This design comes from an exercise in tuning for a short achievable clock period and few clock cycles per item on the open sky130 flow, not from production work.
The RTL was checked by simulation tests, not by an equivalence proof against the original design.
Power is estimated from default activity; no workload was simulated.

==> inputs of quartz <==
==> flow/design.v (excerpt) <==
module rv_core (
	input  logic        clk,
	input  logic        rst_n,
	input  logic        i_inst_valid,
	input  logic [31:0] i_inst,
	output logic        o_inst_ready,
	output logic        o_dmem_ren,
	output logic        o_dmem_wen,
	output logic [29:0] o_dmem_addr,
	output logic [31:0] o_dmem_wdata,
	input  logic [31:0] i_dmem_rdata,
	input  logic        i_dmem_stall,
	output logic        o_wb_valid,
	output logic [4:0]  o_wb_rd,
	output logic [31:0] o_wb_data
);
Settings: LEC_CHECK=0, CAP_MARGIN=40, CORE_MARGIN=2, CORE_UTILIZATION=25, SETUP_SLACK_MARGIN=3.3, SLEW_MARGIN=20, SYNTH_HIERARCHICAL=1; clock period 5.5 ns.
standard.sh (not shown) runs the stock make flow with config.mk's settings and CLKGATE_MAP_FILE= SYNTH_SCRIPT=/design/flow/synth_recipe.tcl, a recipe that flattens the netlist after the stock synthesis.
==> flow/flow/run.sh <==
#!/bin/bash
# Standard synthesis, then the standard layout with the ports buffered by
# buf_4 cells instead of the flow's default buffer choice.
set -euo pipefail
bash standard.sh synth > synth.log 2>&1
bash standard.sh BUFFER_PORTS_ARGS="-buffer_cell sky130_fd_sc_hd__buf_4" finish > layout.log 2>&1
==> inputs of cedar, as changes to quartz <==
--- a/flow/design.v
+++ b/flow/design.v
@@ -178,12 +178,19 @@
 	input  logic sr, sm, sl,
 	input  logic x, m, l,
 	output logic y
 );
 	assign y = ~((sr & x) | (sm & m) | (sl & l));
 endmodule
+module rv_sel3n_r (
+	input  logic sr, sm, sl,
+	input  logic x, m, l,
+	output logic y
+);
+	assign y = ~((sr & x) | (sm & m) | (sl & l));
+endmodule
 module rv_sel2 (
 	input  logic sr, sm,
 	input  logic x, m,
 	output logic y
 );
 	assign y = (sr & x) | (sm & m);
@@ -200,27 +207,28 @@
 	input  logic        hr, hm,
 	input  logic [4:0]  xh,
 	input  logic        sra,
 	output logic [31:0] shl,
 	output logic [31:0] shr
 );
-	logic [31:0] an;
+	logic [31:0] an, anr;
 	logic [4:0]  shl_amt, shr_amt;
 	logic [31:0] vl [0:5];
 	logic [31:0] vr [0:5];
 	logic        filln;
 	for (genvar i = 0; i < 32; i++) begin : g_sel
 		rv_sel3n sel (.sr(sr), .sm(sm), .sl(sl), .x(x[i]), .m(m[i]), .l(l[i]), .y(an[i]));
+		rv_sel3n_r selr (.sr(sr), .sm(sm), .sl(sl), .x(x[i]), .m(m[i]), .l(l[i]), .y(anr[i]));
 	end
 	for (genvar k = 0; k < 5; k++) begin : g_amt
 		rv_sel2 hl (.sr(hr), .sm(hm), .x(xh[k]), .m(m[k]), .y(shl_amt[k]));
 		rv_sel2 hr_ (.sr(hr), .sm(hm), .x(xh[k]), .m(m[k]), .y(shr_amt[k]));
 	end
-	assign filln = ~(sra & ~an[31]);
+	assign filln = ~(sra & ~anr[31]);
 	assign vl[0] = an;
-	assign vr[0] = an;
+	assign vr[0] = anr;
 	for (genvar k = 0; k < 5; k++) begin : g_lvl
 		localparam int D = 1 << k;
 		for (genvar i = 0; i < 32; i++) begin : g_bit
 			if (i >= D) begin : g_l
 				rv_mxi ml (.s(shl_amt[k]), .a0(vl[k][i]), .a1(vl[k][i-D]), .y(vl[k+1][i]));
 			end else begin : g_l0
@@ -277,12 +285,13 @@
 	logic        x_fx_r, x_fx_mp, x_fx_mn, x_fx_l;
 	logic        x_fh_r, x_fh_m;            
 	logic        x_sub;                     
 	logic        x_add, x_slt, x_log, x_sll, x_sr, x_sra;
 	logic        x_lg1, x_lg2;              
 	logic        m_wr, m_ld, m_st;
+	logic        m_mem;    
 	logic [4:0]  m_rd;
 	logic [31:0] m_res, m_sd;
 	logic        w_wr;
 	logic [4:0]  w_rd;
 	logic [31:0] w_data;
 	logic [31:0] regs [1:31];
@@ -315,17 +324,15 @@
 		rv1 = '0;
 		rv2 = '0;
 		for (int j = 1; j < 32; j++) begin
 			rv1 = rv1 | ({32{d_oh1[j]}} & regs[j]);
 			rv2 = rv2 | ({32{d_oh2[j]}} & regs[j]);
 		end
-		if (w_wr && w_rd == rs1) rv1 = w_data;
-		if (w_wr && w_rd == rs2) rv2 = w_data;
 	end
 	logic [31:0] m_val;
-	assign m_val = m_ld ? i_dmem_rdata : m_res;
+	assign m_val = m_mem ? i_dmem_rdata : m_res;    
 	logic fa_x, fa_m, fs_x, fs_m;
 	assign fa_x = x_wr && (x_rd == rs1);
 	assign fa_m = m_wr && (m_rd == rs1);
 	assign fs_x = x_wr && (x_rd == rs2);
 	assign fs_m = m_wr && (m_rd == rs2);
 	logic [31:0] d_a, d_sd;
@@ -358,13 +365,13 @@
 		.hm    (x_fh_m),
 		.xh    (x_sh),
 		.sra   (x_sra),
 		.shl   (shl),
 		.shr   (shr)
 	);
-	assign hold = i_dmem_stall && (m_ld || m_st);
+	assign hold = i_dmem_stall && m_mem;
 	always_comb begin
 		e0 = ({32{x_add & !hold}} & hs) | ({32{x_log & !hold}} & lg) | ({32{hold}} & m_res);
 		e1 = ({32{x_add & !hold}} & ~hs) | ({32{x_log & !hold}} & lg) | ({32{hold}} & m_res);
 		e0[0] = (x_add & !hold & (hs[0] ^ x_sub)) | (x_log & !hold & lg[0]) | (hold & m_res[0]) |
 		        (x_slt & !hold & lt0);
 		e1[0] = (x_add & !hold & (hs[0] ^ x_sub)) | (x_log & !hold & lg[0]) | (hold & m_res[0]) |
@@ -467,18 +474,20 @@
 			x_sra  <= alt;
 		end
 	end
 	always_ff @(posedge clk or negedge rst_n) begin
 		if (!rst_n) begin
 			m_wr <= 1'b0;
-			m_ld <= 1'b0;
-			m_st <= 1'b0;
+			m_ld  <= 1'b0;
+			m_st  <= 1'b0;
+			m_mem <= 1'b0;
 		end else if (!hold) begin
 			m_wr <= x_wr;
-			m_ld <= x_ld;
-			m_st <= x_st;
+			m_ld  <= x_ld;
+			m_st  <= x_st;
+			m_mem <= x_ld || x_st;
 		end
 	end
 	always_ff @(posedge clk) begin
 		m_res <= res;
 		if (!hold) begin
 			m_rd <= x_rd;
@@ -505,11 +514,11 @@
 	assign o_wb_data  = w_data;
 	always_ff @(posedge clk or negedge rst_n) begin
 		if (!rst_n) begin
 			for (int i = 1; i < 32; i++) begin
 				regs[i] <= '0;
 			end
-		end else if (w_wr) begin
-			regs[w_rd] <= w_data;
+		end else if (m_wr && !hold) begin
+			regs[m_rd] <= m_val;
 		end
 	end
 endmodule
==> flow/run.sh (new file) <==
#!/bin/bash
# synth_recipe.tcl (not shown) runs the flow's synth.tcl, then flattens the netlist and writes it again
# the make line also repeats each setting of config.mk as NAME=value (left out here)
make -C /OpenROAD-flow-scripts/flow DESIGN_CONFIG=/design/flow/config.mk WORK_HOME=/design/flow/orfs CLKGATE_MAP_FILE= SYNTH_SCRIPT=/design/flow/synth_recipe.tcl finish
- CORE_UTILIZATION: 25 -> 30
removed: flow/flow/run.sh
removed: flow/standard.sh
==> inputs of xenon, as changes to quartz <==
--- a/flow/design.v
+++ b/flow/design.v
@@ -171,83 +171,12 @@
 	end
 	rv_csel csel0 (.c(g[5][30]), .r0n(r0n[0]), .r1n(r1n[0]), .y(res[0]));
 	for (genvar i = 1; i < 32; i++) begin : g_csel
 		rv_csel csel (.c(g[5][i-1]), .r0n(r0n[i]), .r1n(r1n[i]), .y(res[i]));
 	end
 endmodule
-module rv_sel3n (
-	input  logic sr, sm, sl,
-	input  logic x, m, l,
-	output logic y
-);
-	assign y = ~((sr & x) | (sm & m) | (sl & l));
-endmodule
-module rv_sel2 (
-	input  logic sr, sm,
-	input  logic x, m,
-	output logic y
-);
-	assign y = (sr & x) | (sm & m);
-endmodule
-module rv_mxi (
-	input  logic s, a0, a1,
-	output logic y
-);
-	assign y = ~(s ? a1 : a0);
-endmodule
-module rv_shifter (
-	input  logic        sr, sm, sl,
-	input  logic [31:0] x, m, l,
-	input  logic        hr, hm,
-	input  logic [4:0]  xh,
-	input  logic        sra,
-	output logic [31:0] shl,
-	output logic [31:0] shr
-);
-	logic [31:0] an;
-	logic [4:0]  shl_amt, shr_amt;
-	logic [31:0] vl [0:5];
-	logic [31:0] vr [0:5];
-	logic        filln;
-	for (genvar i = 0; i < 32; i++) begin : g_sel
-		rv_sel3n sel (.sr(sr), .sm(sm), .sl(sl), .x(x[i]), .m(m[i]), .l(l[i]), .y(an[i]));
-	end
-	for (genvar k = 0; k < 5; k++) begin : g_amt
-		rv_sel2 hl (.sr(hr), .sm(hm), .x(xh[k]), .m(m[k]), .y(shl_amt[k]));
-		rv_sel2 hr_ (.sr(hr), .sm(hm), .x(xh[k]), .m(m[k]), .y(shr_amt[k]));
-	end
-	assign filln = ~(sra & ~an[31]);
-	assign vl[0] = an;
-	assign vr[0] = an;
-	for (genvar k = 0; k < 5; k++) begin : g_lvl
-		localparam int D = 1 << k;
-		for (genvar i = 0; i < 32; i++) begin : g_bit
-			if (i >= D) begin : g_l
-				rv_mxi ml (.s(shl_amt[k]), .a0(vl[k][i]), .a1(vl[k][i-D]), .y(vl[k+1][i]));
-			end else begin : g_l0
-				rv_mxi ml (.s(shl_amt[k]), .a0(vl[k][i]), .a1(k % 2 == 0), .y(vl[k+1][i]));
-			end
-			if (i + D < 32) begin : g_r
-				rv_mxi mr (.s(shr_amt[k]), .a0(vr[k][i]), .a1(vr[k][i+D]), .y(vr[k+1][i]));
-			end else begin : g_r0
-				rv_mxi mr (.s(shr_amt[k]), .a0(vr[k][i]), .a1((k % 2 == 0) ? filln : !filln), .y(vr[k+1][i]));
-			end
-		end
-	end
-	assign shl = vl[5];
-	assign shr = vr[5];
-endmodule
-module rv_rlate (
-	input  logic e0, e1, sll, shl, sr, shr,
-	output logic r0n, r1n
-);
-	logic t;
-	assign t   = (sll & shl) | (sr & shr);
-	assign r0n = ~(e0 | t);
-	assign r1n = ~(e1 | t);
-endmodule
 `timescale 1ns/100ps
 module rv_core (
 	input  logic        clk,
 	input  logic        rst_n,
 	input  logic        i_inst_valid,
 	input  logic [31:0] i_inst,
@@ -272,13 +201,13 @@
 	logic [31:0] x_a, x_b, x_bx, x_sd;
 	logic [4:0]  x_sh;
 	logic        x_fa_r, x_fa_m, x_fa_l;    
 	logic        x_fb_r, x_fb_m, x_fb_l;    
 	logic        x_fs_r, x_fs_m, x_fs_l;    
 	logic        x_fx_r, x_fx_mp, x_fx_mn, x_fx_l;
-	logic        x_fh_r, x_fh_m;            
+	logic        x_fh_r, x_fh_m, x_fh_l;    
 	logic        x_sub;                     
 	logic        x_add, x_slt, x_log, x_sll, x_sr, x_sra;
 	logic        x_lg1, x_lg2;              
 	logic        m_wr, m_ld, m_st;
 	logic [4:0]  m_rd;
 	logic [31:0] m_res, m_sd;
@@ -331,51 +260,40 @@
 	logic [31:0] d_a, d_sd;
 	logic        d_sub, d_shift;
 	assign d_sub   = (is_op && f3 == 3'b000 && alt) || (f3 == 3'b010 && !is_ld && !is_st);
 	assign d_shift = (f3 == 3'b001 || f3 == 3'b101) && !is_ld && !is_st;
 	assign d_a  = fa_m ? m_val : rv1;
 	assign d_sd = fs_m ? m_val : rv2;
-	logic [31:0] a, b, sd, hs, lg, shl, shr, e0, e1, r0n, r1n, res;
-	logic        lt0, lt1, hold;
+	logic [31:0] a, b, sd, hs, lg, shl, shr, oth, r0n, r1n, res;
+	logic [4:0]  sh;
+	logic        lt0, lt1, hold, r0b;
 	assign a  = ({32{x_fa_r}} & x_a) | ({32{x_fa_m}} & m_res) | ({32{x_fa_l}} & i_dmem_rdata);
 	assign b  = ({32{x_fb_r}} & x_b) | ({32{x_fb_m}} & m_res) | ({32{x_fb_l}} & i_dmem_rdata);
 	assign sd = ({32{x_fs_r}} & x_sd) | ({32{x_fs_m}} & m_res) | ({32{x_fs_l}} & i_dmem_rdata);
+	assign sh = ({5{x_fh_r}} & x_sh) | ({5{x_fh_m}} & m_res[4:0]) | ({5{x_fh_l}} & i_dmem_rdata[4:0]);
 	assign hs = a ^ b ^ {32{x_sub}};
 	assign lt0 = (a[31] ^ b[31]) ? a[31] : hs[31];
 	assign lt1 = (a[31] ^ b[31]) ? a[31] : !hs[31];
 	always_comb begin
 		for (int i = 0; i < 32; i++) begin
 			lg[i] = a[i] ? (b[i] ? x_lg1 : x_lg2) : (b[i] & x_lg2);
 		end
 	end
-	rv_shifter shifter0 (
-		.sr    (x_fa_r),
-		.sm    (x_fa_m),
-		.sl    (x_fa_l),
-		.x     (x_a),
-		.m     (m_res),
-		.l     (i_dmem_rdata),
-		.hr    (x_fh_r),
-		.hm    (x_fh_m),
-		.xh    (x_sh),
-		.sra   (x_sra),
-		.shl   (shl),
-		.shr   (shr)
-	);
+	assign shl = a << sh;
+	assign shr = 32'($signed({x_sra & a[31], a}) >>> sh);
 	assign hold = i_dmem_stall && (m_ld || m_st);
 	always_comb begin
-		e0 = ({32{x_add & !hold}} & hs) | ({32{x_log & !hold}} & lg) | ({32{hold}} & m_res);
-		e1 = ({32{x_add & !hold}} & ~hs) | ({32{x_log & !hold}} & lg) | ({32{hold}} & m_res);
-		e0[0] = (x_add & !hold & (hs[0] ^ x_sub)) | (x_log & !hold & lg[0]) | (hold & m_res[0]) |
-		        (x_slt & !hold & lt0);
-		e1[0] = (x_add & !hold & (hs[0] ^ x_sub)) | (x_log & !hold & lg[0]) | (hold & m_res[0]) |
-		        (x_slt & !hold & lt1);
-	end
-	for (genvar i = 0; i < 32; i++) begin : g_rl
-		rv_rlate rl (.e0(e0[i]), .e1(e1[i]), .sll(x_sll & !hold), .shl(shl[i]),
-			.sr(x_sr & !hold), .shr(shr[i]), .r0n(r0n[i]), .r1n(r1n[i]));
+		oth = ({32{x_log & !hold}} & lg) |
+		      ({32{x_sll & !hold}} & shl) |
+		      ({32{x_sr  & !hold}} & shr) |
+		      ({32{hold}} & m_res);
+		r0n = ~(({32{x_add & !hold}} & hs) | oth);
+		r1n = ~(({32{x_add & !hold}} & ~hs) | oth);
+		r0b = (x_add & !hold & (hs[0] ^ x_sub)) | oth[0];
+		r0n[0] = !(r0b | (x_slt & !hold & lt0));
+		r1n[0] = !(r0b | (x_slt & !hold & lt1));
 	end
 	rv_adder adder0 (
 		.sa_r  (x_fa_r),
 		.sa_m  (x_fa_m),
 		.sa_l  (x_fa_l),
 		.sb_r  (x_fx_r),
@@ -390,13 +308,13 @@
 		.r0n   (r0n),
 		.r1n   (r1n),
 		.res   (res)
 	);
 	logic ir_free, acc;
 	logic lu;
-	assign lu      = x_ld && e_alu && is_op && (d_sub || d_shift) && (x_rd == rs2);
+	assign lu      = x_ld && e_alu && is_op && d_sub && (x_rd == rs2);
 	assign ir_free = !d_valid || (!hold && !lu);
 	assign acc     = i_inst_valid && !sk_valid;
 	assign o_inst_ready = !sk_valid;
 	always_ff @(posedge clk or negedge rst_n) begin
 		if (!rst_n) begin
 			d_valid  <= 1'b0;
@@ -443,12 +361,13 @@
 			x_fx_r  <= !(is_op && fs_x);
 			x_fx_mp <= is_op && fs_x && !x_ld && !d_sub;
 			x_fx_mn <= is_op && fs_x && !x_ld && d_sub;
 			x_fx_l  <= is_op && fs_x && x_ld;
 			x_fh_r  <= !(is_op && fs_x && d_shift);
 			x_fh_m  <= is_op && fs_x && !x_ld && d_shift;
+			x_fh_l  <= is_op && fs_x && x_ld && d_shift;
 			x_sd   <= d_sd;
 			x_fa_m <= fa_x && !x_ld;
 			x_fa_l <= fa_x && x_ld;
 			x_fa_r <= !fa_x;
 			x_fs_m <= fs_x && !x_ld;
 			x_fs_l <= fs_x && x_ld;
==> flow/run.sh (new file) <==
#!/bin/bash
# synth_recipe.tcl (not shown) runs the flow's synth.tcl, then flattens the netlist and writes it again
# the make line also repeats each setting of config.mk as NAME=value (left out here)
make -C /OpenROAD-flow-scripts/flow DESIGN_CONFIG=/design/flow/config.mk WORK_HOME=/design/flow/orfs CLKGATE_MAP_FILE= SYNTH_SCRIPT=/design/flow/synth_recipe.tcl finish
removed: flow/flow/run.sh
removed: flow/standard.sh
==> results.txt <==
outcome=no timing/DRC/antenna violations; worst setup margin=2.468 ns; Placed Area=80540 um^2; Worst Setup EP=m_res[29]; Non-CTS buffers=1270; Setup Fix Bufs, Post-CTS=565; cell chain of the critical path=buf_12, buf_12, a222oi_1, buf_4, buf_4, mux2i_4, mux2i_2, mux2i_2, buf_4, mux2i_4, mux2i_1, a221oi_1, mux2i_1; relative slew slack=29.99%; layout cells sized above 1=46.88%; Clk network pwr share=44.7%; Critical Path End Type=register; final core utilization=35.07%; Hold Slack=0.3417 ns
That was quartz.
==> results.txt <==
Stop stage=5_1_grt; Placed Area=78600 um^2; error msg=[ERROR GRT-0232] Routing congestion too high. Check the congestion heatmap in the GUI.; Setup Fix Bufs, Post-CTS=476; outcome=aborted with a tool error; GRT Overall Usage=41.23%; met3 usage=32.75%
That was cedar.
==> results.txt <==
Worst Setup EP=d_oh1[13]; Initial Util=25.16%; DP HPWL=228700 um; Placed Area=80720 um^2; outcome=no timing/DRC/antenna violations; Critical Path End Type=register; Setup Fix Bufs, Post-CTS=559; worst setup margin=2.255 ns; relative slew slack=30.81%; Hold Slack=0.2760 ns; cell chain of the critical path=inv_1, or4_4, or3_4, a211o_4, buf_12, clkinv_8, a31oi_4, nand2b_4, buf_6, buf_8, buf_12, buf_12, buf_16
That was xenon.
Testbench counts of quartz, summed over its fixed seeds: cycles 25,266, instrs 24,000.
Testbench counts of cedar, summed over its fixed seeds: cycles 25,266, instrs 24,000.
Testbench counts of xenon, summed over its fixed seeds: cycles 25,060, instrs 24,000.

what the ideal ports hide:
The results above use ideal ports. As a check the final layouts listed here were re-extracted and re-timed, cells and wires unchanged.
Step 1 sets driving cells, clkbuf_16 on the clock port and buf_2 on the other inputs (assumed; they add their load-dependent delay and slew).
Step 2 times the ports against the registers' clock, not the clock port: input delays grow and output delays shrink by t, the midpoint of the rising clock arrivals with the driver on.
Slacks: ideal / step 1 / step 2; pairs: ideal / step 1.
run	t (ns)	setup slack, ns	worst hold slack (ns)	worst setup path at the end	worst data-port slew with drivers (ns)
quartz	0.905	2.468 / 2.468 / 1.873	0.342 / 0.352 / 0.517	input to register	0.14
xenon	0.944	2.255 / 2.255 / 1.561	0.276 / 0.256 / 0.460	input to register	0.08
After both steps every run listed still meets setup and hold. The setup slack of xenon, which loses most, moves by 0.000 ns with the drivers and by -0.694 ns with both steps.
